From an optimization exercise on the open Yosys and OpenROAD flow, aimed at small area, a short achievable clock period and few clock cycles per item; shortcuts taken in it are not production practice. RTL that was checked went through simulation tests only; none was proved equivalent to the original. No functional check of the RTL was part of run 2. Power and IR drop assume default switching activity.

**config.mk**
```make
export PLATFORM = sky130hd
export DESIGN_NAME = cla_mp_add_seq
export DESIGN_NICKNAME = cla_mp_add_seq
export VERILOG_FILES = /design/flow/design.v
export SDC_FILE = /design/flow/constraint.sdc
export NUM_CORES = 4
export LEC_CHECK = 0
export ABC_AREA = 1
export CAP_MARGIN = 20
export CORE_ASPECT_RATIO = 0.4
export CORE_MARGIN = 2
export CORE_UTILIZATION = 50
export CTS_BUF_LIST = sky130_fd_sc_hd__clkbuf_4 sky130_fd_sc_hd__clkbuf_8
export CTS_CLUSTER_DIAMETER = 60
export CTS_CLUSTER_SIZE = 12
export SETUP_SLACK_MARGIN = 5
export SLEW_MARGIN = 20
```
**constraint.sdc**
```tcl
create_clock -name core_clock -period 10.0 [get_ports {clk}]
set_input_delay 2.0000 -clock core_clock [delete_from_list [all_inputs] [get_ports {clk}]]
set_output_delay 2.0000 -clock core_clock [all_outputs]
set_load 0.01 [all_outputs]
```
**design.v**
```verilog
package cla_pkg;
    localparam int WORD_W = 64;
    typedef enum logic [1:0] {IDLE, RUN, DONE} state_t;
    function automatic integer idx_w(input integer n);
        idx_w = n <= 1 ? 1 : $clog2(n);
    endfunction
endpackage
module add256 (
    input  logic [255:0] a,
    input  logic [255:0] b,
    input  logic         cin,
    output logic [255:0] sum,
    output logic         cout
);
    wire [255:0] p = a ^ b;
    wire [255:0] g = a & b;
    wire [255:0] c;
    wire n1g = g[1] | p[1] & g[0];
    wire n1p = p[1] & p[0];
    wire n2g = g[3] | p[3] & g[2];
    wire n2p = p[3] & p[2];
    wire n3g = g[2] | p[2] & n1g;
    wire n3p = p[2] & n1p;
    wire n4g = n2g | n2p & n1g;
    wire n4p = n2p & n1p;
    wire n5g = g[5] | p[5] & g[4];
    wire n5p = p[5] & p[4];
    wire n6g = g[7] | p[7] & g[6];
    wire n6p = p[7] & p[6];
    wire n7g = g[6] | p[6] & n5g;
    wire n7p = p[6] & n5p;
    wire n8g = n6g | n6p & n5g;
    wire n8p = n6p & n5p;
    wire n9g = g[9] | p[9] & g[8];
    wire n9p = p[9] & p[8];
    wire n10g = g[11] | p[11] & g[10];
    wire n10p = p[11] & p[10];
    wire n11g = g[10] | p[10] & n9g;
    wire n11p = p[10] & n9p;
    wire n12g = n10g | n10p & n9g;
    wire n12p = n10p & n9p;
    wire n13g = g[13] | p[13] & g[12];
    wire n13p = p[13] & p[12];
    wire n14g = g[15] | p[15] & g[14];
    wire n14p = p[15] & p[14];
    wire n15g = g[14] | p[14] & n13g;
    wire n15p = p[14] & n13p;
    wire n16g = n14g | n14p & n13g;
    wire n16p = n14p & n13p;
    wire n17g = g[17] | p[17] & g[16];
    wire n17p = p[17] & p[16];
    wire n18g = g[19] | p[19] & g[18];
    wire n18p = p[19] & p[18];
    wire n19g = g[18] | p[18] & n17g;
    wire n19p = p[18] & n17p;
    wire n20g = n18g | n18p & n17g;
    wire n20p = n18p & n17p;
    wire n21g = g[21] | p[21] & g[20];
    wire n21p = p[21] & p[20];
    wire n22g = g[23] | p[23] & g[22];
    wire n22p = p[23] & p[22];
    wire n23g = g[22] | p[22] & n21g;
    wire n23p = p[22] & n21p;
    wire n24g = n22g | n22p & n21g;
    wire n24p = n22p & n21p;
    wire n25g = g[25] | p[25] & g[24];
    wire n25p = p[25] & p[24];
    wire n26g = g[27] | p[27] & g[26];
    wire n26p = p[27] & p[26];
    wire n27g = g[26] | p[26] & n25g;
    wire n27p = p[26] & n25p;
    wire n28g = n26g | n26p & n25g;
    wire n28p = n26p & n25p;
    wire n29g = g[29] | p[29] & g[28];
    wire n29p = p[29] & p[28];
    wire n30g = g[31] | p[31] & g[30];
    wire n30p = p[31] & p[30];
    wire n31g = g[30] | p[30] & n29g;
    wire n31p = p[30] & n29p;
    wire n32g = n30g | n30p & n29g;
    wire n32p = n30p & n29p;
    wire n33g = g[33] | p[33] & g[32];
    wire n33p = p[33] & p[32];
    wire n34g = g[35] | p[35] & g[34];
    wire n34p = p[35] & p[34];
    wire n35g = g[34] | p[34] & n33g;
    wire n35p = p[34] & n33p;
    wire n36g = n34g | n34p & n33g;
    wire n36p = n34p & n33p;
    wire n37g = g[37] | p[37] & g[36];
    wire n37p = p[37] & p[36];
    wire n38g = g[39] | p[39] & g[38];
    wire n38p = p[39] & p[38];
    wire n39g = g[38] | p[38] & n37g;
    wire n39p = p[38] & n37p;
    wire n40g = n38g | n38p & n37g;
    wire n40p = n38p & n37p;
    wire n41g = g[41] | p[41] & g[40];
    wire n41p = p[41] & p[40];
    wire n42g = g[43] | p[43] & g[42];
    wire n42p = p[43] & p[42];
    wire n43g = g[42] | p[42] & n41g;
    wire n43p = p[42] & n41p;
    wire n44g = n42g | n42p & n41g;
    wire n44p = n42p & n41p;
    wire n45g = g[45] | p[45] & g[44];
    wire n45p = p[45] & p[44];
    wire n46g = g[47] | p[47] & g[46];
    wire n46p = p[47] & p[46];
    wire n47g = g[46] | p[46] & n45g;
    wire n47p = p[46] & n45p;
    wire n48g = n46g | n46p & n45g;
    wire n48p = n46p & n45p;
    wire n49g = g[49] | p[49] & g[48];
    wire n49p = p[49] & p[48];
    wire n50g = g[51] | p[51] & g[50];
    wire n50p = p[51] & p[50];
    wire n51g = g[50] | p[50] & n49g;
    wire n51p = p[50] & n49p;
    wire n52g = n50g | n50p & n49g;
    wire n52p = n50p & n49p;
    wire n53g = g[53] | p[53] & g[52];
    wire n53p = p[53] & p[52];
    wire n54g = g[55] | p[55] & g[54];
    wire n54p = p[55] & p[54];
    wire n55g = g[54] | p[54] & n53g;
    wire n55p = p[54] & n53p;
    wire n56g = n54g | n54p & n53g;
    wire n56p = n54p & n53p;
    wire n57g = g[57] | p[57] & g[56];
    wire n57p = p[57] & p[56];
    wire n58g = g[59] | p[59] & g[58];
    wire n58p = p[59] & p[58];
    wire n59g = g[58] | p[58] & n57g;
    wire n59p = p[58] & n57p;
    wire n60g = n58g | n58p & n57g;
    wire n60p = n58p & n57p;
    wire n61g = g[61] | p[61] & g[60];
    wire n61p = p[61] & p[60];
    wire n62g = g[63] | p[63] & g[62];
    wire n62p = p[63] & p[62];
    wire n63g = g[62] | p[62] & n61g;
    wire n63p = p[62] & n61p;
    wire n64g = n62g | n62p & n61g;
    wire n64p = n62p & n61p;
    wire n65g = g[65] | p[65] & g[64];
    wire n65p = p[65] & p[64];
    wire n66g = g[67] | p[67] & g[66];
    wire n66p = p[67] & p[66];
    wire n67g = g[66] | p[66] & n65g;
    wire n67p = p[66] & n65p;
    wire n68g = n66g | n66p & n65g;
    wire n68p = n66p & n65p;
    wire n69g = g[69] | p[69] & g[68];
    wire n69p = p[69] & p[68];
    wire n70g = g[71] | p[71] & g[70];
    wire n70p = p[71] & p[70];
    wire n71g = g[70] | p[70] & n69g;
    wire n71p = p[70] & n69p;
    wire n72g = n70g | n70p & n69g;
    wire n72p = n70p & n69p;
    wire n73g = g[73] | p[73] & g[72];
    wire n73p = p[73] & p[72];
    wire n74g = g[75] | p[75] & g[74];
    wire n74p = p[75] & p[74];
    wire n75g = g[74] | p[74] & n73g;
    wire n75p = p[74] & n73p;
    wire n76g = n74g | n74p & n73g;
    wire n76p = n74p & n73p;
    wire n77g = g[77] | p[77] & g[76];
    wire n77p = p[77] & p[76];
    wire n78g = g[79] | p[79] & g[78];
    wire n78p = p[79] & p[78];
    wire n79g = g[78] | p[78] & n77g;
    wire n79p = p[78] & n77p;
    wire n80g = n78g | n78p & n77g;
    wire n80p = n78p & n77p;
    wire n81g = g[81] | p[81] & g[80];
    wire n81p = p[81] & p[80];
    wire n82g = g[83] | p[83] & g[82];
    wire n82p = p[83] & p[82];
    wire n83g = g[82] | p[82] & n81g;
    wire n83p = p[82] & n81p;
    wire n84g = n82g | n82p & n81g;
    wire n84p = n82p & n81p;
    wire n85g = g[85] | p[85] & g[84];
    wire n85p = p[85] & p[84];
    wire n86g = g[87] | p[87] & g[86];
    wire n86p = p[87] & p[86];
    wire n87g = g[86] | p[86] & n85g;
    wire n87p = p[86] & n85p;
    wire n88g = n86g | n86p & n85g;
    wire n88p = n86p & n85p;
    wire n89g = g[89] | p[89] & g[88];
    wire n89p = p[89] & p[88];
    wire n90g = g[91] | p[91] & g[90];
    wire n90p = p[91] & p[90];
    wire n91g = g[90] | p[90] & n89g;
    wire n91p = p[90] & n89p;
    wire n92g = n90g | n90p & n89g;
    wire n92p = n90p & n89p;
    wire n93g = g[93] | p[93] & g[92];
    wire n93p = p[93] & p[92];
    wire n94g = g[95] | p[95] & g[94];
    wire n94p = p[95] & p[94];
    wire n95g = g[94] | p[94] & n93g;
    wire n95p = p[94] & n93p;
    wire n96g = n94g | n94p & n93g;
    wire n96p = n94p & n93p;
    wire n97g = g[97] | p[97] & g[96];
    wire n97p = p[97] & p[96];
    wire n98g = g[99] | p[99] & g[98];
    wire n98p = p[99] & p[98];
    wire n99g = g[98] | p[98] & n97g;
    wire n99p = p[98] & n97p;
    wire n100g = n98g | n98p & n97g;
    wire n100p = n98p & n97p;
    wire n101g = g[101] | p[101] & g[100];
    wire n101p = p[101] & p[100];
    wire n102g = g[103] | p[103] & g[102];
    wire n102p = p[103] & p[102];
    wire n103g = g[102] | p[102] & n101g;
    wire n103p = p[102] & n101p;
    wire n104g = n102g | n102p & n101g;
    wire n104p = n102p & n101p;
    wire n105g = g[105] | p[105] & g[104];
    wire n105p = p[105] & p[104];
    wire n106g = g[107] | p[107] & g[106];
    wire n106p = p[107] & p[106];
    wire n107g = g[106] | p[106] & n105g;
    wire n107p = p[106] & n105p;
    wire n108g = n106g | n106p & n105g;
    wire n108p = n106p & n105p;
    wire n109g = g[109] | p[109] & g[108];
    wire n109p = p[109] & p[108];
    wire n110g = g[111] | p[111] & g[110];
    wire n110p = p[111] & p[110];
    wire n111g = g[110] | p[110] & n109g;
    wire n111p = p[110] & n109p;
    wire n112g = n110g | n110p & n109g;
    wire n112p = n110p & n109p;
    wire n113g = g[113] | p[113] & g[112];
    wire n113p = p[113] & p[112];
    wire n114g = g[115] | p[115] & g[114];
    wire n114p = p[115] & p[114];
    wire n115g = g[114] | p[114] & n113g;
    wire n115p = p[114] & n113p;
    wire n116g = n114g | n114p & n113g;
    wire n116p = n114p & n113p;
    wire n117g = g[117] | p[117] & g[116];
    wire n117p = p[117] & p[116];
    wire n118g = g[119] | p[119] & g[118];
    wire n118p = p[119] & p[118];
    wire n119g = g[118] | p[118] & n117g;
    wire n119p = p[118] & n117p;
    wire n120g = n118g | n118p & n117g;
    wire n120p = n118p & n117p;
    wire n121g = g[121] | p[121] & g[120];
    wire n121p = p[121] & p[120];
    wire n122g = g[123] | p[123] & g[122];
    wire n122p = p[123] & p[122];
    wire n123g = g[122] | p[122] & n121g;
    wire n123p = p[122] & n121p;
    wire n124g = n122g | n122p & n121g;
    wire n124p = n122p & n121p;
    wire n125g = g[125] | p[125] & g[124];
    wire n125p = p[125] & p[124];
    wire n126g = g[127] | p[127] & g[126];
    wire n126p = p[127] & p[126];
    wire n127g = g[126] | p[126] & n125g;
    wire n127p = p[126] & n125p;
    wire n128g = n126g | n126p & n125g;
    wire n128p = n126p & n125p;
    wire n129g = g[129] | p[129] & g[128];
    wire n129p = p[129] & p[128];
    wire n130g = g[131] | p[131] & g[130];
    wire n130p = p[131] & p[130];
    wire n131g = g[130] | p[130] & n129g;
    wire n131p = p[130] & n129p;
    wire n132g = n130g | n130p & n129g;
    wire n132p = n130p & n129p;
    wire n133g = g[133] | p[133] & g[132];
    wire n133p = p[133] & p[132];
    wire n134g = g[135] | p[135] & g[134];
    wire n134p = p[135] & p[134];
    wire n135g = g[134] | p[134] & n133g;
    wire n135p = p[134] & n133p;
    wire n136g = n134g | n134p & n133g;
    wire n136p = n134p & n133p;
    wire n137g = g[137] | p[137] & g[136];
    wire n137p = p[137] & p[136];
    wire n138g = g[139] | p[139] & g[138];
    wire n138p = p[139] & p[138];
    wire n139g = g[138] | p[138] & n137g;
    wire n139p = p[138] & n137p;
    wire n140g = n138g | n138p & n137g;
    wire n140p = n138p & n137p;
    wire n141g = g[141] | p[141] & g[140];
    wire n141p = p[141] & p[140];
    wire n142g = g[143] | p[143] & g[142];
    wire n142p = p[143] & p[142];
    wire n143g = g[142] | p[142] & n141g;
    wire n143p = p[142] & n141p;
    wire n144g = n142g | n142p & n141g;
    wire n144p = n142p & n141p;
    wire n145g = g[145] | p[145] & g[144];
    wire n145p = p[145] & p[144];
    wire n146g = g[147] | p[147] & g[146];
    wire n146p = p[147] & p[146];
    wire n147g = g[146] | p[146] & n145g;
    wire n147p = p[146] & n145p;
    wire n148g = n146g | n146p & n145g;
    wire n148p = n146p & n145p;
    wire n149g = g[149] | p[149] & g[148];
    wire n149p = p[149] & p[148];
    wire n150g = g[151] | p[151] & g[150];
    wire n150p = p[151] & p[150];
    wire n151g = g[150] | p[150] & n149g;
    wire n151p = p[150] & n149p;
    wire n152g = n150g | n150p & n149g;
    wire n152p = n150p & n149p;
    wire n153g = g[153] | p[153] & g[152];
    wire n153p = p[153] & p[152];
    wire n154g = g[155] | p[155] & g[154];
    wire n154p = p[155] & p[154];
    wire n155g = g[154] | p[154] & n153g;
    wire n155p = p[154] & n153p;
    wire n156g = n154g | n154p & n153g;
    wire n156p = n154p & n153p;
    wire n157g = g[157] | p[157] & g[156];
    wire n157p = p[157] & p[156];
    wire n158g = g[159] | p[159] & g[158];
    wire n158p = p[159] & p[158];
    wire n159g = g[158] | p[158] & n157g;
    wire n159p = p[158] & n157p;
    wire n160g = n158g | n158p & n157g;
    wire n160p = n158p & n157p;
    wire n161g = g[161] | p[161] & g[160];
    wire n161p = p[161] & p[160];
    wire n162g = g[163] | p[163] & g[162];
    wire n162p = p[163] & p[162];
    wire n163g = g[162] | p[162] & n161g;
    wire n163p = p[162] & n161p;
    wire n164g = n162g | n162p & n161g;
    wire n164p = n162p & n161p;
    wire n165g = g[165] | p[165] & g[164];
    wire n165p = p[165] & p[164];
    wire n166g = g[167] | p[167] & g[166];
    wire n166p = p[167] & p[166];
    wire n167g = g[166] | p[166] & n165g;
    wire n167p = p[166] & n165p;
    wire n168g = n166g | n166p & n165g;
    wire n168p = n166p & n165p;
    wire n169g = g[169] | p[169] & g[168];
    wire n169p = p[169] & p[168];
    wire n170g = g[171] | p[171] & g[170];
    wire n170p = p[171] & p[170];
    wire n171g = g[170] | p[170] & n169g;
    wire n171p = p[170] & n169p;
    wire n172g = n170g | n170p & n169g;
    wire n172p = n170p & n169p;
    wire n173g = g[173] | p[173] & g[172];
    wire n173p = p[173] & p[172];
    wire n174g = g[175] | p[175] & g[174];
    wire n174p = p[175] & p[174];
    wire n175g = g[174] | p[174] & n173g;
    wire n175p = p[174] & n173p;
    wire n176g = n174g | n174p & n173g;
    wire n176p = n174p & n173p;
    wire n177g = g[177] | p[177] & g[176];
    wire n177p = p[177] & p[176];
    wire n178g = g[179] | p[179] & g[178];
    wire n178p = p[179] & p[178];
    wire n179g = g[178] | p[178] & n177g;
    wire n179p = p[178] & n177p;
    wire n180g = n178g | n178p & n177g;
    wire n180p = n178p & n177p;
    wire n181g = g[181] | p[181] & g[180];
    wire n181p = p[181] & p[180];
    wire n182g = g[183] | p[183] & g[182];
    wire n182p = p[183] & p[182];
    wire n183g = g[182] | p[182] & n181g;
    wire n183p = p[182] & n181p;
    wire n184g = n182g | n182p & n181g;
    wire n184p = n182p & n181p;
    wire n185g = g[185] | p[185] & g[184];
    wire n185p = p[185] & p[184];
    wire n186g = g[187] | p[187] & g[186];
    wire n186p = p[187] & p[186];
    wire n187g = g[186] | p[186] & n185g;
    wire n187p = p[186] & n185p;
    wire n188g = n186g | n186p & n185g;
    wire n188p = n186p & n185p;
    wire n189g = g[189] | p[189] & g[188];
    wire n189p = p[189] & p[188];
    wire n190g = g[191] | p[191] & g[190];
    wire n190p = p[191] & p[190];
    wire n191g = g[190] | p[190] & n189g;
    wire n191p = p[190] & n189p;
    wire n192g = n190g | n190p & n189g;
    wire n192p = n190p & n189p;
    wire n193g = g[193] | p[193] & g[192];
    wire n193p = p[193] & p[192];
    wire n194g = g[195] | p[195] & g[194];
    wire n194p = p[195] & p[194];
    wire n195g = g[194] | p[194] & n193g;
    wire n195p = p[194] & n193p;
    wire n196g = n194g | n194p & n193g;
    wire n196p = n194p & n193p;
    wire n197g = g[197] | p[197] & g[196];
    wire n197p = p[197] & p[196];
    wire n198g = g[199] | p[199] & g[198];
    wire n198p = p[199] & p[198];
    wire n199g = g[198] | p[198] & n197g;
    wire n199p = p[198] & n197p;
    wire n200g = n198g | n198p & n197g;
    wire n200p = n198p & n197p;
    wire n201g = g[201] | p[201] & g[200];
    wire n201p = p[201] & p[200];
    wire n202g = g[203] | p[203] & g[202];
    wire n202p = p[203] & p[202];
    wire n203g = g[202] | p[202] & n201g;
    wire n203p = p[202] & n201p;
    wire n204g = n202g | n202p & n201g;
    wire n204p = n202p & n201p;
    wire n205g = g[205] | p[205] & g[204];
    wire n205p = p[205] & p[204];
    wire n206g = g[207] | p[207] & g[206];
    wire n206p = p[207] & p[206];
    wire n207g = g[206] | p[206] & n205g;
    wire n207p = p[206] & n205p;
    wire n208g = n206g | n206p & n205g;
    wire n208p = n206p & n205p;
    wire n209g = g[209] | p[209] & g[208];
    wire n209p = p[209] & p[208];
    wire n210g = g[211] | p[211] & g[210];
    wire n210p = p[211] & p[210];
    wire n211g = g[210] | p[210] & n209g;
    wire n211p = p[210] & n209p;
    wire n212g = n210g | n210p & n209g;
    wire n212p = n210p & n209p;
    wire n213g = g[213] | p[213] & g[212];
    wire n213p = p[213] & p[212];
    wire n214g = g[215] | p[215] & g[214];
    wire n214p = p[215] & p[214];
    wire n215g = g[214] | p[214] & n213g;
    wire n215p = p[214] & n213p;
    wire n216g = n214g | n214p & n213g;
    wire n216p = n214p & n213p;
    wire n217g = g[217] | p[217] & g[216];
    wire n217p = p[217] & p[216];
    wire n218g = g[219] | p[219] & g[218];
    wire n218p = p[219] & p[218];
    wire n219g = g[218] | p[218] & n217g;
    wire n219p = p[218] & n217p;
    wire n220g = n218g | n218p & n217g;
    wire n220p = n218p & n217p;
    wire n221g = g[221] | p[221] & g[220];
    wire n221p = p[221] & p[220];
    wire n222g = g[223] | p[223] & g[222];
    wire n222p = p[223] & p[222];
    wire n223g = g[222] | p[222] & n221g;
    wire n223p = p[222] & n221p;
    wire n224g = n222g | n222p & n221g;
    wire n224p = n222p & n221p;
    wire n225g = g[225] | p[225] & g[224];
    wire n225p = p[225] & p[224];
    wire n226g = g[227] | p[227] & g[226];
    wire n226p = p[227] & p[226];
    wire n227g = g[226] | p[226] & n225g;
    wire n227p = p[226] & n225p;
    wire n228g = n226g | n226p & n225g;
    wire n228p = n226p & n225p;
    wire n229g = g[229] | p[229] & g[228];
    wire n229p = p[229] & p[228];
    wire n230g = g[231] | p[231] & g[230];
    wire n230p = p[231] & p[230];
    wire n231g = g[230] | p[230] & n229g;
    wire n231p = p[230] & n229p;
    wire n232g = n230g | n230p & n229g;
    wire n232p = n230p & n229p;
    wire n233g = g[233] | p[233] & g[232];
    wire n233p = p[233] & p[232];
    wire n234g = g[235] | p[235] & g[234];
    wire n234p = p[235] & p[234];
    wire n235g = g[234] | p[234] & n233g;
    wire n235p = p[234] & n233p;
    wire n236g = n234g | n234p & n233g;
    wire n236p = n234p & n233p;
    wire n237g = g[237] | p[237] & g[236];
    wire n237p = p[237] & p[236];
    wire n238g = g[239] | p[239] & g[238];
    wire n238p = p[239] & p[238];
    wire n239g = g[238] | p[238] & n237g;
    wire n239p = p[238] & n237p;
    wire n240g = n238g | n238p & n237g;
    wire n240p = n238p & n237p;
    wire n241g = g[241] | p[241] & g[240];
    wire n241p = p[241] & p[240];
    wire n242g = g[243] | p[243] & g[242];
    wire n242p = p[243] & p[242];
    wire n243g = g[242] | p[242] & n241g;
    wire n243p = p[242] & n241p;
    wire n244g = n242g | n242p & n241g;
    wire n244p = n242p & n241p;
    wire n245g = g[245] | p[245] & g[244];
    wire n245p = p[245] & p[244];
    wire n246g = g[247] | p[247] & g[246];
    wire n246p = p[247] & p[246];
    wire n247g = g[246] | p[246] & n245g;
    wire n247p = p[246] & n245p;
    wire n248g = n246g | n246p & n245g;
    wire n248p = n246p & n245p;
    wire n249g = g[249] | p[249] & g[248];
    wire n249p = p[249] & p[248];
    wire n250g = g[251] | p[251] & g[250];
    wire n250p = p[251] & p[250];
    wire n251g = g[250] | p[250] & n249g;
    wire n251p = p[250] & n249p;
    wire n252g = n250g | n250p & n249g;
    wire n252p = n250p & n249p;
    wire n253g = g[253] | p[253] & g[252];
    wire n253p = p[253] & p[252];
    wire n254g = g[255] | p[255] & g[254];
    wire n254p = p[255] & p[254];
    wire n255g = g[254] | p[254] & n253g;
    wire n255p = p[254] & n253p;
    wire n256g = n254g | n254p & n253g;
    wire n256p = n254p & n253p;
    wire n257g = n4g | n4p & cin;
    wire n258g = n12g | n12p & n8g;
    wire n258p = n12p & n8p;
    wire n259g = n20g | n20p & n16g;
    wire n259p = n20p & n16p;
    wire n260g = n28g | n28p & n24g;
    wire n260p = n28p & n24p;
    wire n261g = n36g | n36p & n32g;
    wire n261p = n36p & n32p;
    wire n262g = n44g | n44p & n40g;
    wire n262p = n44p & n40p;
    wire n263g = n52g | n52p & n48g;
    wire n263p = n52p & n48p;
    wire n264g = n60g | n60p & n56g;
    wire n264p = n60p & n56p;
    wire n265g = n68g | n68p & n64g;
    wire n265p = n68p & n64p;
    wire n266g = n76g | n76p & n72g;
    wire n266p = n76p & n72p;
    wire n267g = n84g | n84p & n80g;
    wire n267p = n84p & n80p;
    wire n268g = n92g | n92p & n88g;
    wire n268p = n92p & n88p;
    wire n269g = n100g | n100p & n96g;
    wire n269p = n100p & n96p;
    wire n270g = n108g | n108p & n104g;
    wire n270p = n108p & n104p;
    wire n271g = n116g | n116p & n112g;
    wire n271p = n116p & n112p;
    wire n272g = n124g | n124p & n120g;
    wire n272p = n124p & n120p;
    wire n273g = n132g | n132p & n128g;
    wire n273p = n132p & n128p;
    wire n274g = n140g | n140p & n136g;
    wire n274p = n140p & n136p;
    wire n275g = n148g | n148p & n144g;
    wire n275p = n148p & n144p;
    wire n276g = n156g | n156p & n152g;
    wire n276p = n156p & n152p;
    wire n277g = n164g | n164p & n160g;
    wire n277p = n164p & n160p;
    wire n278g = n172g | n172p & n168g;
    wire n278p = n172p & n168p;
    wire n279g = n180g | n180p & n176g;
    wire n279p = n180p & n176p;
    wire n280g = n188g | n188p & n184g;
    wire n280p = n188p & n184p;
    wire n281g = n196g | n196p & n192g;
    wire n281p = n196p & n192p;
    wire n282g = n204g | n204p & n200g;
    wire n282p = n204p & n200p;
    wire n283g = n212g | n212p & n208g;
    wire n283p = n212p & n208p;
    wire n284g = n220g | n220p & n216g;
    wire n284p = n220p & n216p;
    wire n285g = n228g | n228p & n224g;
    wire n285p = n228p & n224p;
    wire n286g = n236g | n236p & n232g;
    wire n286p = n236p & n232p;
    wire n287g = n244g | n244p & n240g;
    wire n287p = n244p & n240p;
    wire n288g = n252g | n252p & n248g;
    wire n288p = n252p & n248p;
    wire n289g = n258g | n258p & n257g;
    wire n290g = n260g | n260p & n259g;
    wire n290p = n260p & n259p;
    wire n291g = n262g | n262p & n261g;
    wire n291p = n262p & n261p;
    wire n292g = n264g | n264p & n263g;
    wire n292p = n264p & n263p;
    wire n293g = n266g | n266p & n265g;
    wire n293p = n266p & n265p;
    wire n294g = n268g | n268p & n267g;
    wire n294p = n268p & n267p;
    wire n295g = n270g | n270p & n269g;
    wire n295p = n270p & n269p;
    wire n296g = n272g | n272p & n271g;
    wire n296p = n272p & n271p;
    wire n297g = n274g | n274p & n273g;
    wire n297p = n274p & n273p;
    wire n298g = n276g | n276p & n275g;
    wire n298p = n276p & n275p;
    wire n299g = n278g | n278p & n277g;
    wire n299p = n278p & n277p;
    wire n300g = n280g | n280p & n279g;
    wire n300p = n280p & n279p;
    wire n301g = n282g | n282p & n281g;
    wire n301p = n282p & n281p;
    wire n302g = n284g | n284p & n283g;
    wire n302p = n284p & n283p;
    wire n303g = n286g | n286p & n285g;
    wire n303p = n286p & n285p;
    wire n304g = n288g | n288p & n287g;
    wire n304p = n288p & n287p;
    wire n305g = n290g | n290p & n289g;
    wire n306g = n292g | n292p & n291g;
    wire n306p = n292p & n291p;
    wire n307g = n294g | n294p & n293g;
    wire n307p = n294p & n293p;
    wire n308g = n296g | n296p & n295g;
    wire n308p = n296p & n295p;
    wire n309g = n298g | n298p & n297g;
    wire n309p = n298p & n297p;
    wire n310g = n300g | n300p & n299g;
    wire n310p = n300p & n299p;
    wire n311g = n302g | n302p & n301g;
    wire n311p = n302p & n301p;
    wire n312g = n304g | n304p & n303g;
    wire n312p = n304p & n303p;
    wire n313g = n306g | n306p & n305g;
    wire n314g = n308g | n308p & n307g;
    wire n314p = n308p & n307p;
    wire n315g = n310g | n310p & n309g;
    wire n315p = n310p & n309p;
    wire n316g = n312g | n312p & n311g;
    wire n316p = n312p & n311p;
    wire n317g = n314g | n314p & n313g;
    wire n318g = n316g | n316p & n315g;
    wire n318p = n316p & n315p;
    wire n319g = n318g | n318p & n317g;
    wire n320g = n315g | n315p & n317g;
    wire n321g = n307g | n307p & n313g;
    wire n322g = n309g | n309p & n317g;
    wire n323g = n311g | n311p & n320g;
    wire n324g = n291g | n291p & n305g;
    wire n325g = n293g | n293p & n313g;
    wire n326g = n295g | n295p & n321g;
    wire n327g = n297g | n297p & n317g;
    wire n328g = n299g | n299p & n322g;
    wire n329g = n301g | n301p & n320g;
    wire n330g = n303g | n303p & n323g;
    wire n331g = n259g | n259p & n289g;
    wire n332g = n261g | n261p & n305g;
    wire n333g = n263g | n263p & n324g;
    wire n334g = n265g | n265p & n313g;
    wire n335g = n267g | n267p & n325g;
    wire n336g = n269g | n269p & n321g;
    wire n337g = n271g | n271p & n326g;
    wire n338g = n273g | n273p & n317g;
    wire n339g = n275g | n275p & n327g;
    wire n340g = n277g | n277p & n322g;
    wire n341g = n279g | n279p & n328g;
    wire n342g = n281g | n281p & n320g;
    wire n343g = n283g | n283p & n329g;
    wire n344g = n285g | n285p & n323g;
    wire n345g = n287g | n287p & n330g;
    wire n346g = n8g | n8p & n257g;
    wire n347g = n16g | n16p & n289g;
    wire n348g = n24g | n24p & n331g;
    wire n349g = n32g | n32p & n305g;
    wire n350g = n40g | n40p & n332g;
    wire n351g = n48g | n48p & n324g;
    wire n352g = n56g | n56p & n333g;
    wire n353g = n64g | n64p & n313g;
    wire n354g = n72g | n72p & n334g;
    wire n355g = n80g | n80p & n325g;
    wire n356g = n88g | n88p & n335g;
    wire n357g = n96g | n96p & n321g;
    wire n358g = n104g | n104p & n336g;
    wire n359g = n112g | n112p & n326g;
    wire n360g = n120g | n120p & n337g;
    wire n361g = n128g | n128p & n317g;
    wire n362g = n136g | n136p & n338g;
    wire n363g = n144g | n144p & n327g;
    wire n364g = n152g | n152p & n339g;
    wire n365g = n160g | n160p & n322g;
    wire n366g = n168g | n168p & n340g;
    wire n367g = n176g | n176p & n328g;
    wire n368g = n184g | n184p & n341g;
    wire n369g = n192g | n192p & n320g;
    wire n370g = n200g | n200p & n342g;
    wire n371g = n208g | n208p & n329g;
    wire n372g = n216g | n216p & n343g;
    wire n373g = n224g | n224p & n323g;
    wire n374g = n232g | n232p & n344g;
    wire n375g = n240g | n240p & n330g;
    wire n376g = n248g | n248p & n345g;
    wire n377g = n256g | n256p & n319g;
    assign c[0] = cin;
    wire n378g = g[0] | p[0] & cin;
    assign c[1] = n378g;
    wire n379g = n1g | n1p & cin;
    assign c[2] = n379g;
    wire n380g = n3g | n3p & cin;
    assign c[3] = n380g;
    assign c[4] = n257g;
    wire n381g = g[4] | p[4] & n4g | p[4] & n4p & cin;
    assign c[5] = n381g;
    wire n382g = n5g | n5p & n257g;
    assign c[6] = n382g;
    wire n383g = n7g | n7p & n257g;
    assign c[7] = n383g;
    assign c[8] = n346g;
    wire n384g = g[8] | p[8] & n8g | p[8] & n8p & n257g;
    assign c[9] = n384g;
    wire n385g = n9g | n9p & n346g;
    assign c[10] = n385g;
    wire n386g = n11g | n11p & n346g;
    assign c[11] = n386g;
    assign c[12] = n289g;
    wire n387g = g[12] | p[12] & n258g | p[12] & n258p & n257g;
    assign c[13] = n387g;
    wire n388g = n13g | n13p & n289g;
    assign c[14] = n388g;
    wire n389g = n15g | n15p & n289g;
    assign c[15] = n389g;
    assign c[16] = n347g;
    wire n390g = g[16] | p[16] & n16g | p[16] & n16p & n289g;
    assign c[17] = n390g;
    wire n391g = n17g | n17p & n347g;
    assign c[18] = n391g;
    wire n392g = n19g | n19p & n347g;
    assign c[19] = n392g;
    assign c[20] = n331g;
    wire n393g = g[20] | p[20] & n259g | p[20] & n259p & n289g;
    assign c[21] = n393g;
    wire n394g = n21g | n21p & n331g;
    assign c[22] = n394g;
    wire n395g = n23g | n23p & n331g;
    assign c[23] = n395g;
    assign c[24] = n348g;
    wire n396g = g[24] | p[24] & n24g | p[24] & n24p & n331g;
    assign c[25] = n396g;
    wire n397g = n25g | n25p & n348g;
    assign c[26] = n397g;
    wire n398g = n27g | n27p & n348g;
    assign c[27] = n398g;
    assign c[28] = n305g;
    wire n399g = g[28] | p[28] & n290g | p[28] & n290p & n289g;
    assign c[29] = n399g;
    wire n400g = n29g | n29p & n305g;
    assign c[30] = n400g;
    wire n401g = n31g | n31p & n305g;
    assign c[31] = n401g;
    assign c[32] = n349g;
    wire n402g = g[32] | p[32] & n32g | p[32] & n32p & n305g;
    assign c[33] = n402g;
    wire n403g = n33g | n33p & n349g;
    assign c[34] = n403g;
    wire n404g = n35g | n35p & n349g;
    assign c[35] = n404g;
    assign c[36] = n332g;
    wire n405g = g[36] | p[36] & n261g | p[36] & n261p & n305g;
    assign c[37] = n405g;
    wire n406g = n37g | n37p & n332g;
    assign c[38] = n406g;
    wire n407g = n39g | n39p & n332g;
    assign c[39] = n407g;
    assign c[40] = n350g;
    wire n408g = g[40] | p[40] & n40g | p[40] & n40p & n332g;
    assign c[41] = n408g;
    wire n409g = n41g | n41p & n350g;
    assign c[42] = n409g;
    wire n410g = n43g | n43p & n350g;
    assign c[43] = n410g;
    assign c[44] = n324g;
    wire n411g = g[44] | p[44] & n291g | p[44] & n291p & n305g;
    assign c[45] = n411g;
    wire n412g = n45g | n45p & n324g;
    assign c[46] = n412g;
    wire n413g = n47g | n47p & n324g;
    assign c[47] = n413g;
    assign c[48] = n351g;
    wire n414g = g[48] | p[48] & n48g | p[48] & n48p & n324g;
    assign c[49] = n414g;
    wire n415g = n49g | n49p & n351g;
    assign c[50] = n415g;
    wire n416g = n51g | n51p & n351g;
    assign c[51] = n416g;
    assign c[52] = n333g;
    wire n417g = g[52] | p[52] & n263g | p[52] & n263p & n324g;
    assign c[53] = n417g;
    wire n418g = n53g | n53p & n333g;
    assign c[54] = n418g;
    wire n419g = n55g | n55p & n333g;
    assign c[55] = n419g;
    assign c[56] = n352g;
    wire n420g = g[56] | p[56] & n56g | p[56] & n56p & n333g;
    assign c[57] = n420g;
    wire n421g = n57g | n57p & n352g;
    assign c[58] = n421g;
    wire n422g = n59g | n59p & n352g;
    assign c[59] = n422g;
    assign c[60] = n313g;
    wire n423g = g[60] | p[60] & n306g | p[60] & n306p & n305g;
    assign c[61] = n423g;
    wire n424g = n61g | n61p & n313g;
    assign c[62] = n424g;
    wire n425g = n63g | n63p & n313g;
    assign c[63] = n425g;
    assign c[64] = n353g;
    wire n426g = g[64] | p[64] & n64g | p[64] & n64p & n313g;
    assign c[65] = n426g;
    wire n427g = n65g | n65p & n353g;
    assign c[66] = n427g;
    wire n428g = n67g | n67p & n353g;
    assign c[67] = n428g;
    assign c[68] = n334g;
    wire n429g = g[68] | p[68] & n265g | p[68] & n265p & n313g;
    assign c[69] = n429g;
    wire n430g = n69g | n69p & n334g;
    assign c[70] = n430g;
    wire n431g = n71g | n71p & n334g;
    assign c[71] = n431g;
    assign c[72] = n354g;
    wire n432g = g[72] | p[72] & n72g | p[72] & n72p & n334g;
    assign c[73] = n432g;
    wire n433g = n73g | n73p & n354g;
    assign c[74] = n433g;
    wire n434g = n75g | n75p & n354g;
    assign c[75] = n434g;
    assign c[76] = n325g;
    wire n435g = g[76] | p[76] & n293g | p[76] & n293p & n313g;
    assign c[77] = n435g;
    wire n436g = n77g | n77p & n325g;
    assign c[78] = n436g;
    wire n437g = n79g | n79p & n325g;
    assign c[79] = n437g;
    assign c[80] = n355g;
    wire n438g = g[80] | p[80] & n80g | p[80] & n80p & n325g;
    assign c[81] = n438g;
    wire n439g = n81g | n81p & n355g;
    assign c[82] = n439g;
    wire n440g = n83g | n83p & n355g;
    assign c[83] = n440g;
    assign c[84] = n335g;
    wire n441g = g[84] | p[84] & n267g | p[84] & n267p & n325g;
    assign c[85] = n441g;
    wire n442g = n85g | n85p & n335g;
    assign c[86] = n442g;
    wire n443g = n87g | n87p & n335g;
    assign c[87] = n443g;
    assign c[88] = n356g;
    wire n444g = g[88] | p[88] & n88g | p[88] & n88p & n335g;
    assign c[89] = n444g;
    wire n445g = n89g | n89p & n356g;
    assign c[90] = n445g;
    wire n446g = n91g | n91p & n356g;
    assign c[91] = n446g;
    assign c[92] = n321g;
    wire n447g = g[92] | p[92] & n307g | p[92] & n307p & n313g;
    assign c[93] = n447g;
    wire n448g = n93g | n93p & n321g;
    assign c[94] = n448g;
    wire n449g = n95g | n95p & n321g;
    assign c[95] = n449g;
    assign c[96] = n357g;
    wire n450g = g[96] | p[96] & n96g | p[96] & n96p & n321g;
    assign c[97] = n450g;
    wire n451g = n97g | n97p & n357g;
    assign c[98] = n451g;
    wire n452g = n99g | n99p & n357g;
    assign c[99] = n452g;
    assign c[100] = n336g;
    wire n453g = g[100] | p[100] & n269g | p[100] & n269p & n321g;
    assign c[101] = n453g;
    wire n454g = n101g | n101p & n336g;
    assign c[102] = n454g;
    wire n455g = n103g | n103p & n336g;
    assign c[103] = n455g;
    assign c[104] = n358g;
    wire n456g = g[104] | p[104] & n104g | p[104] & n104p & n336g;
    assign c[105] = n456g;
    wire n457g = n105g | n105p & n358g;
    assign c[106] = n457g;
    wire n458g = n107g | n107p & n358g;
    assign c[107] = n458g;
    assign c[108] = n326g;
    wire n459g = g[108] | p[108] & n295g | p[108] & n295p & n321g;
    assign c[109] = n459g;
    wire n460g = n109g | n109p & n326g;
    assign c[110] = n460g;
    wire n461g = n111g | n111p & n326g;
    assign c[111] = n461g;
    assign c[112] = n359g;
    wire n462g = g[112] | p[112] & n112g | p[112] & n112p & n326g;
    assign c[113] = n462g;
    wire n463g = n113g | n113p & n359g;
    assign c[114] = n463g;
    wire n464g = n115g | n115p & n359g;
    assign c[115] = n464g;
    assign c[116] = n337g;
    wire n465g = g[116] | p[116] & n271g | p[116] & n271p & n326g;
    assign c[117] = n465g;
    wire n466g = n117g | n117p & n337g;
    assign c[118] = n466g;
    wire n467g = n119g | n119p & n337g;
    assign c[119] = n467g;
    assign c[120] = n360g;
    wire n468g = g[120] | p[120] & n120g | p[120] & n120p & n337g;
    assign c[121] = n468g;
    wire n469g = n121g | n121p & n360g;
    assign c[122] = n469g;
    wire n470g = n123g | n123p & n360g;
    assign c[123] = n470g;
    assign c[124] = n317g;
    wire n471g = g[124] | p[124] & n314g | p[124] & n314p & n313g;
    assign c[125] = n471g;
    wire n472g = n125g | n125p & n317g;
    assign c[126] = n472g;
    wire n473g = n127g | n127p & n317g;
    assign c[127] = n473g;
    assign c[128] = n361g;
    wire n474g = g[128] | p[128] & n128g | p[128] & n128p & n317g;
    assign c[129] = n474g;
    wire n475g = n129g | n129p & n361g;
    assign c[130] = n475g;
    wire n476g = n131g | n131p & n361g;
    assign c[131] = n476g;
    assign c[132] = n338g;
    wire n477g = g[132] | p[132] & n273g | p[132] & n273p & n317g;
    assign c[133] = n477g;
    wire n478g = n133g | n133p & n338g;
    assign c[134] = n478g;
    wire n479g = n135g | n135p & n338g;
    assign c[135] = n479g;
    assign c[136] = n362g;
    wire n480g = g[136] | p[136] & n136g | p[136] & n136p & n338g;
    assign c[137] = n480g;
    wire n481g = n137g | n137p & n362g;
    assign c[138] = n481g;
    wire n482g = n139g | n139p & n362g;
    assign c[139] = n482g;
    assign c[140] = n327g;
    wire n483g = g[140] | p[140] & n297g | p[140] & n297p & n317g;
    assign c[141] = n483g;
    wire n484g = n141g | n141p & n327g;
    assign c[142] = n484g;
    wire n485g = n143g | n143p & n327g;
    assign c[143] = n485g;
    assign c[144] = n363g;
    wire n486g = g[144] | p[144] & n144g | p[144] & n144p & n327g;
    assign c[145] = n486g;
    wire n487g = n145g | n145p & n363g;
    assign c[146] = n487g;
    wire n488g = n147g | n147p & n363g;
    assign c[147] = n488g;
    assign c[148] = n339g;
    wire n489g = g[148] | p[148] & n275g | p[148] & n275p & n327g;
    assign c[149] = n489g;
    wire n490g = n149g | n149p & n339g;
    assign c[150] = n490g;
    wire n491g = n151g | n151p & n339g;
    assign c[151] = n491g;
    assign c[152] = n364g;
    wire n492g = g[152] | p[152] & n152g | p[152] & n152p & n339g;
    assign c[153] = n492g;
    wire n493g = n153g | n153p & n364g;
    assign c[154] = n493g;
    wire n494g = n155g | n155p & n364g;
    assign c[155] = n494g;
    assign c[156] = n322g;
    wire n495g = g[156] | p[156] & n309g | p[156] & n309p & n317g;
    assign c[157] = n495g;
    wire n496g = n157g | n157p & n322g;
    assign c[158] = n496g;
    wire n497g = n159g | n159p & n322g;
    assign c[159] = n497g;
    assign c[160] = n365g;
    wire n498g = g[160] | p[160] & n160g | p[160] & n160p & n322g;
    assign c[161] = n498g;
    wire n499g = n161g | n161p & n365g;
    assign c[162] = n499g;
    wire n500g = n163g | n163p & n365g;
    assign c[163] = n500g;
    assign c[164] = n340g;
    wire n501g = g[164] | p[164] & n277g | p[164] & n277p & n322g;
    assign c[165] = n501g;
    wire n502g = n165g | n165p & n340g;
    assign c[166] = n502g;
    wire n503g = n167g | n167p & n340g;
    assign c[167] = n503g;
    assign c[168] = n366g;
    wire n504g = g[168] | p[168] & n168g | p[168] & n168p & n340g;
    assign c[169] = n504g;
    wire n505g = n169g | n169p & n366g;
    assign c[170] = n505g;
    wire n506g = n171g | n171p & n366g;
    assign c[171] = n506g;
    assign c[172] = n328g;
    wire n507g = g[172] | p[172] & n299g | p[172] & n299p & n322g;
    assign c[173] = n507g;
    wire n508g = n173g | n173p & n328g;
    assign c[174] = n508g;
    wire n509g = n175g | n175p & n328g;
    assign c[175] = n509g;
    assign c[176] = n367g;
    wire n510g = g[176] | p[176] & n176g | p[176] & n176p & n328g;
    assign c[177] = n510g;
    wire n511g = n177g | n177p & n367g;
    assign c[178] = n511g;
    wire n512g = n179g | n179p & n367g;
    assign c[179] = n512g;
    assign c[180] = n341g;
    wire n513g = g[180] | p[180] & n279g | p[180] & n279p & n328g;
    assign c[181] = n513g;
    wire n514g = n181g | n181p & n341g;
    assign c[182] = n514g;
    wire n515g = n183g | n183p & n341g;
    assign c[183] = n515g;
    assign c[184] = n368g;
    wire n516g = g[184] | p[184] & n184g | p[184] & n184p & n341g;
    assign c[185] = n516g;
    wire n517g = n185g | n185p & n368g;
    assign c[186] = n517g;
    wire n518g = n187g | n187p & n368g;
    assign c[187] = n518g;
    assign c[188] = n320g;
    wire n519g = g[188] | p[188] & n315g | p[188] & n315p & n317g;
    assign c[189] = n519g;
    wire n520g = n189g | n189p & n320g;
    assign c[190] = n520g;
    wire n521g = n191g | n191p & n320g;
    assign c[191] = n521g;
    assign c[192] = n369g;
    wire n522g = g[192] | p[192] & n192g | p[192] & n192p & n320g;
    assign c[193] = n522g;
    wire n523g = n193g | n193p & n369g;
    assign c[194] = n523g;
    wire n524g = n195g | n195p & n369g;
    assign c[195] = n524g;
    assign c[196] = n342g;
    wire n525g = g[196] | p[196] & n281g | p[196] & n281p & n320g;
    assign c[197] = n525g;
    wire n526g = n197g | n197p & n342g;
    assign c[198] = n526g;
    wire n527g = n199g | n199p & n342g;
    assign c[199] = n527g;
    assign c[200] = n370g;
    wire n528g = g[200] | p[200] & n200g | p[200] & n200p & n342g;
    assign c[201] = n528g;
    wire n529g = n201g | n201p & n370g;
    assign c[202] = n529g;
    wire n530g = n203g | n203p & n370g;
    assign c[203] = n530g;
    assign c[204] = n329g;
    wire n531g = g[204] | p[204] & n301g | p[204] & n301p & n320g;
    assign c[205] = n531g;
    wire n532g = n205g | n205p & n329g;
    assign c[206] = n532g;
    wire n533g = n207g | n207p & n329g;
    assign c[207] = n533g;
    assign c[208] = n371g;
    wire n534g = g[208] | p[208] & n208g | p[208] & n208p & n329g;
    assign c[209] = n534g;
    wire n535g = n209g | n209p & n371g;
    assign c[210] = n535g;
    wire n536g = n211g | n211p & n371g;
    assign c[211] = n536g;
    assign c[212] = n343g;
    wire n537g = g[212] | p[212] & n283g | p[212] & n283p & n329g;
    assign c[213] = n537g;
    wire n538g = n213g | n213p & n343g;
    assign c[214] = n538g;
    wire n539g = n215g | n215p & n343g;
    assign c[215] = n539g;
    assign c[216] = n372g;
    wire n540g = g[216] | p[216] & n216g | p[216] & n216p & n343g;
    assign c[217] = n540g;
    wire n541g = n217g | n217p & n372g;
    assign c[218] = n541g;
    wire n542g = n219g | n219p & n372g;
    assign c[219] = n542g;
    assign c[220] = n323g;
    wire n543g = g[220] | p[220] & n311g | p[220] & n311p & n320g;
    assign c[221] = n543g;
    wire n544g = n221g | n221p & n323g;
    assign c[222] = n544g;
    wire n545g = n223g | n223p & n323g;
    assign c[223] = n545g;
    assign c[224] = n373g;
    wire n546g = g[224] | p[224] & n224g | p[224] & n224p & n323g;
    assign c[225] = n546g;
    wire n547g = n225g | n225p & n373g;
    assign c[226] = n547g;
    wire n548g = n227g | n227p & n373g;
    assign c[227] = n548g;
    assign c[228] = n344g;
    wire n549g = g[228] | p[228] & n285g | p[228] & n285p & n323g;
    assign c[229] = n549g;
    wire n550g = n229g | n229p & n344g;
    assign c[230] = n550g;
    wire n551g = n231g | n231p & n344g;
    assign c[231] = n551g;
    assign c[232] = n374g;
    wire n552g = g[232] | p[232] & n232g | p[232] & n232p & n344g;
    assign c[233] = n552g;
    wire n553g = n233g | n233p & n374g;
    assign c[234] = n553g;
    wire n554g = n235g | n235p & n374g;
    assign c[235] = n554g;
    assign c[236] = n330g;
    wire n555g = g[236] | p[236] & n303g | p[236] & n303p & n323g;
    assign c[237] = n555g;
    wire n556g = n237g | n237p & n330g;
    assign c[238] = n556g;
    wire n557g = n239g | n239p & n330g;
    assign c[239] = n557g;
    assign c[240] = n375g;
    wire n558g = g[240] | p[240] & n240g | p[240] & n240p & n330g;
    assign c[241] = n558g;
    wire n559g = n241g | n241p & n375g;
    assign c[242] = n559g;
    wire n560g = n243g | n243p & n375g;
    assign c[243] = n560g;
    assign c[244] = n345g;
    wire n561g = g[244] | p[244] & n287g | p[244] & n287p & n330g;
    assign c[245] = n561g;
    wire n562g = n245g | n245p & n345g;
    assign c[246] = n562g;
    wire n563g = n247g | n247p & n345g;
    assign c[247] = n563g;
    assign c[248] = n376g;
    wire n564g = g[248] | p[248] & n248g | p[248] & n248p & n345g;
    assign c[249] = n564g;
    wire n565g = n249g | n249p & n376g;
    assign c[250] = n565g;
    wire n566g = n251g | n251p & n376g;
    assign c[251] = n566g;
    assign c[252] = n319g;
    wire n567g = g[252] | p[252] & n318g | p[252] & n318p & n317g;
    assign c[253] = n567g;
    wire n568g = n253g | n253p & n319g;
    assign c[254] = n568g;
    wire n569g = n255g | n255p & n319g;
    assign c[255] = n569g;
    assign sum  = p ^ c;
    assign cout = n377g;
endmodule
import cla_pkg::*;
module cla_mp_add_seq #(
    parameter int NUM_WORDS = 4
) (
    input  logic                                 clk,
    input  logic                                 rst,
    input  logic                                 in_valid,
    output logic                                 in_ready,
    input  logic [NUM_WORDS*cla_pkg::WORD_W-1:0] in_a,
    input  logic [NUM_WORDS*cla_pkg::WORD_W-1:0] in_b,
    input  logic                                 in_cin,
    input  logic                                 in_sub,
    output logic                                 out_valid,
    input  logic                                 out_ready,
    output logic [NUM_WORDS*cla_pkg::WORD_W-1:0] out_sum,
    output logic                                 out_cout,
    output logic                                 out_ovf,
    output logic                                 busy
);
    localparam int W = NUM_WORDS * WORD_W;
    logic [W-1:0] bb, s, sum_r;
    logic         c0, co, cout_r, ovf_r, valid_r, take;
    assign bb   = in_b ^ {W{in_sub}};
    assign c0   = in_cin ^ in_sub;
    assign take = ~valid_r | out_ready;
    add256 u_add (.a(in_a), .b(bb), .cin(c0), .sum(s), .cout(co));
    always_ff @(posedge clk) begin
        if (rst) valid_r <= 1'b0;
        else if (take) valid_r <= in_valid;
    end
    always_ff @(posedge clk) begin
        if (take) begin
            sum_r  <= s;
            cout_r <= co;
            ovf_r  <= in_a[W-1] ^ bb[W-1] ^ s[W-1] ^ co;
        end
    end
    assign in_ready  = take;
    assign out_valid = valid_r;
    assign busy      = valid_r;
    assign out_sum   = sum_r;
    assign out_cout  = cout_r;
    assign out_ovf   = ovf_r;
endmodule
```
**flow/run.sh**
```bash
#!/bin/bash
# Layout flow: the standard ORFS flow, with the port buffers inserted as the smallest buffer
# (repair_design and repair_timing still resize them where timing needs it).
set -euo pipefail
export BUFFER_PORTS_ARGS="-buffer_cell sky130_fd_sc_hd__buf_1"
bash standard.sh > standard_flow.log 2>&1
```
**standard.sh**
```bash
#!/bin/bash
# synth_recipe.tcl (not shown) runs the flow's synth.tcl, then flattens the netlist and writes it again
# the make line also repeats each setting of config.mk as NAME=value (left out here)
make -C /OpenROAD-flow-scripts/flow DESIGN_CONFIG=/design/flow/config.mk WORK_HOME=/design/flow/orfs CLKGATE_MAP_FILE= SYNTH_SCRIPT=/design/flow/synth_recipe.tcl "${@:-finish}"
```
==> results of run 1 <==
## per-layer routing
| metal | share of wire | vias up | GRT usage | routed length [um] |
|---|---|---|---|---|
| met5 | 0 | - | 0 | 0 |
| met4 | 0.030 | 0 | 0.0876 | 1930 |
| met3 | 0.055 | 106 | 0.0429 | 3510 |
| met2 | 0.50 | 493 | 0.499 | 32200 |
| met1 | 0.42 | 8243 | 0.343 | 26700 |
| li1 | - | 9183 | - | - |
## flip-flops by register name (all words and copies together) (netlist names)
name / cells
sum_r: 256
cout_r: 1
ovf_r: 1
valid_r: 1
## metrics by stage
stage	util	std cells	total power [mW]	area (um^2)	hold slack, ns
6_report	0.614	3666	4.18	25500	1.05
5_1_grt	0.614	3665	4.45	25500	1.11
4_1_cts	0.610	3653	4.19	25300	1.09
3_5_place_dp	0.597	3613	3.51	24800	1.07
3_3_place_gp	0.597	3613	3.50	24800	1.06
2_1_floorplan	-	2297	2.90	21300	1.60
## logic make-up (layout without fill, tap and decap cells)
logic type	after synthesis	in the layout	synth area share
flops	259	259	0.367
other cells	0	9	0
compound gates	290	290	0.0816
simple gates	702	702	0.141
fa+ha+maj	257	257	0.152
xor+xnor	494	494	0.205
buf+inv	295	1092	0.0527
## Yosys cell counts, types with 2 or more instances
cell,count
inv_2,3
nand4_1,17
nand2_2,14
o31ai_1,4
nand3_2,2
ha_1,256
nor2_1,94
and2_1,2
buf_4,2
nand2_8,2
o21bai_2,3
buf_1,23
o21bai_1,17
inv_1,262
a21oi_1,191
o2111ai_1,2
a211oi_1,4
xor2_1,414
a21oi_2,5
a31oi_1,3
nor3_1,24
a31o_2,3
a21o_1,26
o21ai_0,16
a21oi_4,2
nand2_4,10
nand3_1,66
nor3_2,2
clkbuf_1,5
o21a_1,3
o21ai_2,3
edfxtp_1,258
xnor2_1,80
nor4_1,2
nand2_1,464
## worst register-to-register path: cells and delay by family (launching register included)
kind          cells  cell delay, ns
flops             1            0.43
buf+inv           2            1.04
simple gates      1            0.40
## power by group through the flow
stage / Combinational [mW] / Clock (mW) / Sequential, mW
finish: 1.78 / 0.669 / 1.73
global route: 1.96 / 0.725 / 1.76
CTS: 1.78 / 0.685 / 1.73
detailed placement: 1.76 / 0 / 1.75
global placement: 1.75 / 0 / 1.75
floorplan: 0.970 / 0 / 1.93
## layout make-up
type | count | share of cell area
inverter | 265 | 0.0390
antenna | 9 | 0.000883
timing repair buffer | 791 | 0.126
clock buffer | 35 | 0.0164
sequential | 259 | 0.305
clock inverter | 1 | 0.000294
tap | 563 | 0.0276
multi-input combinational | 1743 | 0.485
## cell usage in the layout, fill, tap and decap left out, drive strengths merged
cell type  instances
inv              265
ha               256
nor2              94
edfxtp           258
xnor2             80
dfxtp              1
buf              785
a21oi            198
nand3             68
o21a               3
diode              9
o211ai             2
nor4               2
o21ai             20
a21boi             1
and2               2
bufbuf             1
o2111ai            2
nand2            490
xor2             414
a22oi              1
a211oi             4
nor3              26
clkbuf            40
a31oi              3
nand4             17
o31ai              5
or2                1
and3               1
clkinvlp           1
fa                 1
o21bai            21
nand3b             1
a21o              27
a31o               3
## how the worst min path moves through the flow
stage / cells after the start / startpoint / to / slack, ns
after floorplan: 2 / valid_r / valid_r / 1.60
after global placement: 1 / valid_r / sum_r[55] / 1.06
after detailed placement: 1 / valid_r / sum_r[55] / 1.07
after CTS: 1 / valid_r / sum_r[55] / 1.09
after global routing: 1 / valid_r / sum_r[55] / 1.11
final: 1 / valid_r / sum_r[55] / 1.05
## repair_timing
item	in CTS	in global routing
setup endpoints to repair	205	100
gates cloned	4	4
resized for setup	5	12
==> impl_metrics.toml, run 1 <==
[setup_path]
crit_chain = "clkbuf_16 > buf_16 > xor2_1 > ha_1 > a21oi_1 > nand2_1 > a21oi_2 > nand2_1 > a21oi_2 > nand2_4 > nand2_4 > nand2_4 > nand2_4 > nand2_8 > nand2_4 > nand2_8 > a21o_4 > nand2_2 > nand2_2 > nand2_1 > nand2_1 > xor2_1"
crit_fanout = 24
rrSetupSlack_ns = 7.54
crit_top_cell = "nand2_4"
crit_family = "simple AND/OR/NAND/NOR gates"
worst-path-stages = 22
worst-setup-path-type = "in -> reg"
critPathCaptureType = "flip-flop"
r2r-start = "valid_r"
reg2reg_depth = 3
rr_endpoint = "sum_r[132]"
arrival_ns = 5.15
crit_path_end = "sum_r[234]"
critPathLaunch = "in_sub"
cp_slowest_cell = "ha_1"
crit_path_max_incr_delay_ns = 0.34
cp.buffers_inverters = 2
cp.required_ns = 10.33
start_kind = "input port"

[clock_tree]
cts_tree = "yes"
cts_max_level = 1
postCtsHoldBufs = 0
cts_made_buffers = 25
clock_sinks = 259
cts.path.max_buffers = 3
postCtsSetupRepairBufs = 0
root_buffer = "clkbuf_8"
clk_pin_slew_ns = 0.10
worstSkewPairLatency_ns = 0.60

[logic_synthesis]
synth_ff_type = "edfxtp_1"
synthCells = 2297
synth.largest_area_cell = "edfxtp_1"
synth_cell_type_count = 48
synthArstFlopShare = 0
yosysWarnings = 1
synth.yosys.seq_area_share = 0.367
syn_avg_cell_area_um2 = 9.21
netlist.area_leader.share = 0.366
netlist_top_cells_area = "edfxtp_1, xor2_1, ha_1"
synth_area_um2 = 21100
ys_ff_latch = 259
synth_edf_count = 258
syn_nets = 3072

[route]
drtIter0Drc = 817
wire_per_inst_um = 17.6
totalWireLength_um = 64400
drc = 0
vias_per_cell = 4.92
ant_nets = 0
vias = 18000
drt_first_pass_iters = 5

[job]
cap_violations = 0

[timing]
post-route-period-util = 0.482
fmax_mhz = 208
finalCriticalPeriod_ns = 4.82
max_slew.worst_pin.slew_ns = 0.921
fin_tns_setup_ns = 0
rsz0062_at_grt = "yes"
setup_slack_ns = 5.18
finClkSkew_ns = 0.0316
hold_viol_final = 0
slew_headroom = 0.386
setup_viol = 0
drv_slew = 0

[placed_design]
io_buffers = 778
gp_congestion = 0.928
hpwl_um = 51400
place_ws_ns = 3.65

[floorplanning]
io_pins = 779
die_h_um = 134
coreArea_um2 = 41500
dieArea_um2 = 44100
die_w_um = 329
rows = 47
start_util = 0.509

[finish]
nFillCells = 3845
final_nets = 3860
multiInputGateArea_um2 = 12400
register_area_um2 = 7770
area_growth_pct = 20.6
drive_above_1_share = 0.0388

[pwr]
p_sw_mw = 1.62
p_per_area_nw_per_um2 = 164
p_int_mw = 2.56
p_leak_nw = 11.7
p_clk_frac = 0.160
power_frac_comb = 0.426
peakVddDrop_uv = 90.8
switching_share = 0.388
pwr-share-seq = 0.414

[min_path]
hp-class = "reg -> reg"

[global_routing]
grt_pass1_wl_um = 94200
grt_pass1_vias = 17200
grt_start_max_net_pins = 119
antenna_found_initial = 8
grt-ovfl-total = 0
grt.total_usage = 0.277

[run_status]
status = "no timing/DRC/antenna violations"
Testbench counts, summed over its fixed seeds: cycles 1,608, items 1,600.
==> inputs of run 2 (changes only) <==
--- a/design.v
+++ b/design.v
@@ -1177,14 +1177,14 @@
 );
     localparam int W = NUM_WORDS * WORD_W;
     logic [W-1:0] bb, s, sum_r;
-    logic         c0, co, cout_r, ovf_r, valid_r, take;
+    logic         c0, co, cout_r, ovf_r, empty_r, take;
     assign bb   = in_b ^ {W{in_sub}};
     assign c0   = in_cin ^ in_sub;
-    assign take = ~valid_r | out_ready;
+    assign take = empty_r | out_ready;
     add256 u_add (.a(in_a), .b(bb), .cin(c0), .sum(s), .cout(co));
     always_ff @(posedge clk) begin
-        if (rst) valid_r <= 1'b0;
-        else if (take) valid_r <= in_valid;
+        if (rst) empty_r <= 1'b1;
+        else if (take) empty_r <= ~in_valid;
     end
     always_ff @(posedge clk) begin
         if (take) begin
@@ -1194,8 +1194,8 @@
         end
     end
     assign in_ready  = take;
-    assign out_valid = valid_r;
-    assign busy      = valid_r;
+    assign out_valid = ~empty_r;
+    assign busy      = ~empty_r;
     assign out_sum   = sum_r;
     assign out_cout  = cout_r;
     assign out_ovf   = ovf_r;
==> run 2 against run 1 <==
  * Setup slack got worse by 0.069 ns
  * Still clean
  * Critical path type is now in -> out
  * Sequential power about the same
  * Core utilization increased by 0.21 points
==> impl_metrics.toml, run 2 <==
[min_path]
worstHoldEndpoint = "empty_r"
holdPathStages = 2
hold_path.startpoint = "empty_r"
hp-class = "reg -> reg"

[floorplanning]
die_w_um = 328
start_util = 0.508
coreArea_um2 = 41400
die_h_um = 134
dieArea_um2 = 43900
rows = 47
io_pins = 779

[finish]
largest_register = "sum_r"
drive_above_1_share = 0.0374
final_nets = 3864
largest_reg_flops = 256
multiInputGateArea_um2 = 12200
final_cell_mix = "buf_1, nand2_1, xor2_1"
register_area_um2 = 7770
final_common_cell = "buf_1"
area_growth_pct = 21.2
nFillCells = 3863

[logic_synthesis]
synth_ff_type = "edfxtp_1"
synthArstFlopShare = 0
netlist.area_leader.share = 0.368
netlist_top_cells_count = "nand2_1, xor2_1, edfxtp_1"
synthCells = 2289
synth.largest_area_cell = "edfxtp_1"
netlist_top_cells_area = "edfxtp_1, xor2_1, ha_1"
ys_ff_latch = 259
synth_cell_type_count = 46
syn_avg_cell_area_um2 = 9.20
synth_most_common_cell = "nand2_1"
yosysWarnings = 1
synth_edf_count = 258
syn_nets = 3064
synth.yosys.seq_area_share = 0.369
synth_area_um2 = 21000

[pwr]
p_per_area_nw_per_um2 = 164
peakVddDrop_uv = 90.7
pwr-share-seq = 0.413
p_sw_mw = 1.62
power.total_mw = 4.18
p_int_mw = 2.56
p_leak_nw = 11.7
switching_share = 0.388
power_frac_comb = 0.426
p_clk_frac = 0.160

[setup_path]
worst-setup-path-type = "in -> out"
start_kind = "input port"
rr_endpoint = "sum_r[241]"
cp.required_ns = 8.00
reg2reg_depth = 5
crit_fanout = 28
arrival_ns = 2.89
rrSetupSlack_ns = 7.23
critPathCaptureType = "output port"
r2r-start = "empty_r"

[route]
ant_nets = 0
wire_per_inst_um = 17.9
vias_per_cell = 4.93
drc = 0
totalWireLength_um = 65500
drt_first_pass_iters = 7
vias = 18100
drtIter0Drc = 963

[placed_design]
io_buffers = 778
gp_congestion = 0.950
hpwl_um = 52500

[clock_tree]
clock_sinks = 259
cts_max_level = 1
cts_tree = "yes"
cts_made_buffers = 25
worstSkewPairLatency_ns = 0.64
clk_pin_slew_ns = 0.08
root_buffer = "clkbuf_8"
cts.path.max_buffers = 3
postCtsHoldBufs = 0

[timing]
setup_viol = 0
finalCriticalPeriod_ns = 4.89
slew_headroom = 0.347
drv_slew = 0
finClkSkew_ns = 0.0360
hold_viol_final = 0
max_slew.worst_pin.slew_ns = 0.980
rsz0062_at_grt = "no"
fmax_mhz = 205
post-route-period-util = 0.489
fin_tns_setup_ns = 0

[global_routing]
grt-ovfl-total = 0
grt_start_max_net_pins = 121
grt_pass1_vias = 16800
grt_pass1_wl_um = 93800
grt.total_usage = 0.280
antenna_found_initial = 10

[job]
cap_violations = 0

[run_status]
status = "no timing/DRC/antenna violations"
[run 2: worst max-delay path: stages]
cell	delay (ns)
buf_1	0.13
nor2_4	0.06
clkinvlp_4	0.05
buf_4	0.37
buf_1	0.21
[run 2: stage by stage]
stage | instances | util | instance area (um^2) | worst slack, ns | hold WS [ns]
2_1_floorplan | 2289 | - | 21200 | 3.04 | 0.527
3_3_place_gp | 3608 | 0.596 | 24700 | 3.38 | 0.561
3_5_place_dp | 3608 | 0.596 | 24700 | 3.28 | 0.556
4_1_cts | 3647 | 0.610 | 25300 | 5.11 | 0.579
5_1_grt | 3667 | 0.616 | 25500 | 4.99 | 0.628
6_report | 3668 | 0.616 | 25500 | 5.11 | 0.582
[run 2: worst max path at each step]
stage,cells past startpoint,slack (ns),end,start
after global placement,29,3.38,sum_r[249],in_sub
after CTS,5,5.11,in_ready,out_ready
after detailed placement,29,3.28,sum_r[249],in_sub
after global routing,28,4.99,sum_r[251],in_sub
final,5,5.11,in_ready,out_ready
after floorplan,2,3.04,in_ready,out_ready
[run 2: logic make-up after synthesis]
kind of cell / after synthesis / synth area share
fa+ha+maj: 257 / 0.153
buf+inv: 289 / 0.0519
compound gates: 285 / 0.0785
xor+xnor: 495 / 0.206
flops: 259 / 0.369
simple gates: 704 / 0.141
[run 2: area by class of cell]
class / instances / share of cell area
multi-input cells: 1741 / 0.480
flip-flops and latches: 259 / 0.304
repair buffers: 803 / 0.133
inverters: 259 / 0.0383
well taps: 563 / 0.0276
clock buffers: 35 / 0.0164
diodes: 7 / 0.000687
clock inverters: 1 / 0.000294
[run 2: routing by layer]
layer / vias to the layer above / global-route usage / part of all wire / routed length, um
met5: - / 0 / 0.00043 / 28
met4: 6 / 0.0776 / 0.029 / 1880
met3: 111 / 0.0482 / 0.048 / 3140
met2: 452 / 0.499 / 0.50 / 32700
met1: 8330 / 0.351 / 0.42 / 27800
li1: 9200 / - / - / -
[run 2: power by group through the flow]
stage | Clock [mW] | Combinational (mW) | Sequential, mW
floorplan | 0 | 0.959 | 1.93
global placement | 0 | 1.73 | 1.75
detailed placement | 0 | 1.75 | 1.75
CTS | 0.691 | 1.77 | 1.73
global route | 0.726 | 1.96 | 1.76
finish | 0.670 | 1.78 | 1.73
[run 2: repair_timing]
| action | 4_1_cts | 5_1_grt |
|---|---|---|
| pin swaps | 0 | 1 |
| cloned | 3 | 7 |
| gates resized for setup | 14 | 6 |
| setup buffers | 0 | 7 |
| setup endpoints to repair | 233 | 70 |

==> separate check: timing with driven ports <==
How much do the figures lean on ideal ports? The routed layouts below were timed once more, with nothing changed but the port constraints. Step 1, drivers: a clkbuf_16 drives clk and a buf_2 each remaining input, both assumed. Step 2, shift: input delay + t, output delay - t, t = (earliest + latest rising clock arrival at the registers) / 2. This alone moves slack from input paths to output paths. a / b / c = no drivers / after step 1 / after step 2; a / b = the first two.
run	t (ns)	setup slack, ns	worst setup path after step 2
run 1	0.637	5.183 / 5.057 / 4.420	input to register
run 2	0.665	5.115 / 5.056 / 4.392	input to register
After both steps every run listed still meets setup and hold. For run 1, which loses most, drivers alone change the setup slack by -0.126 ns; drivers and shift together by -0.763 ns.
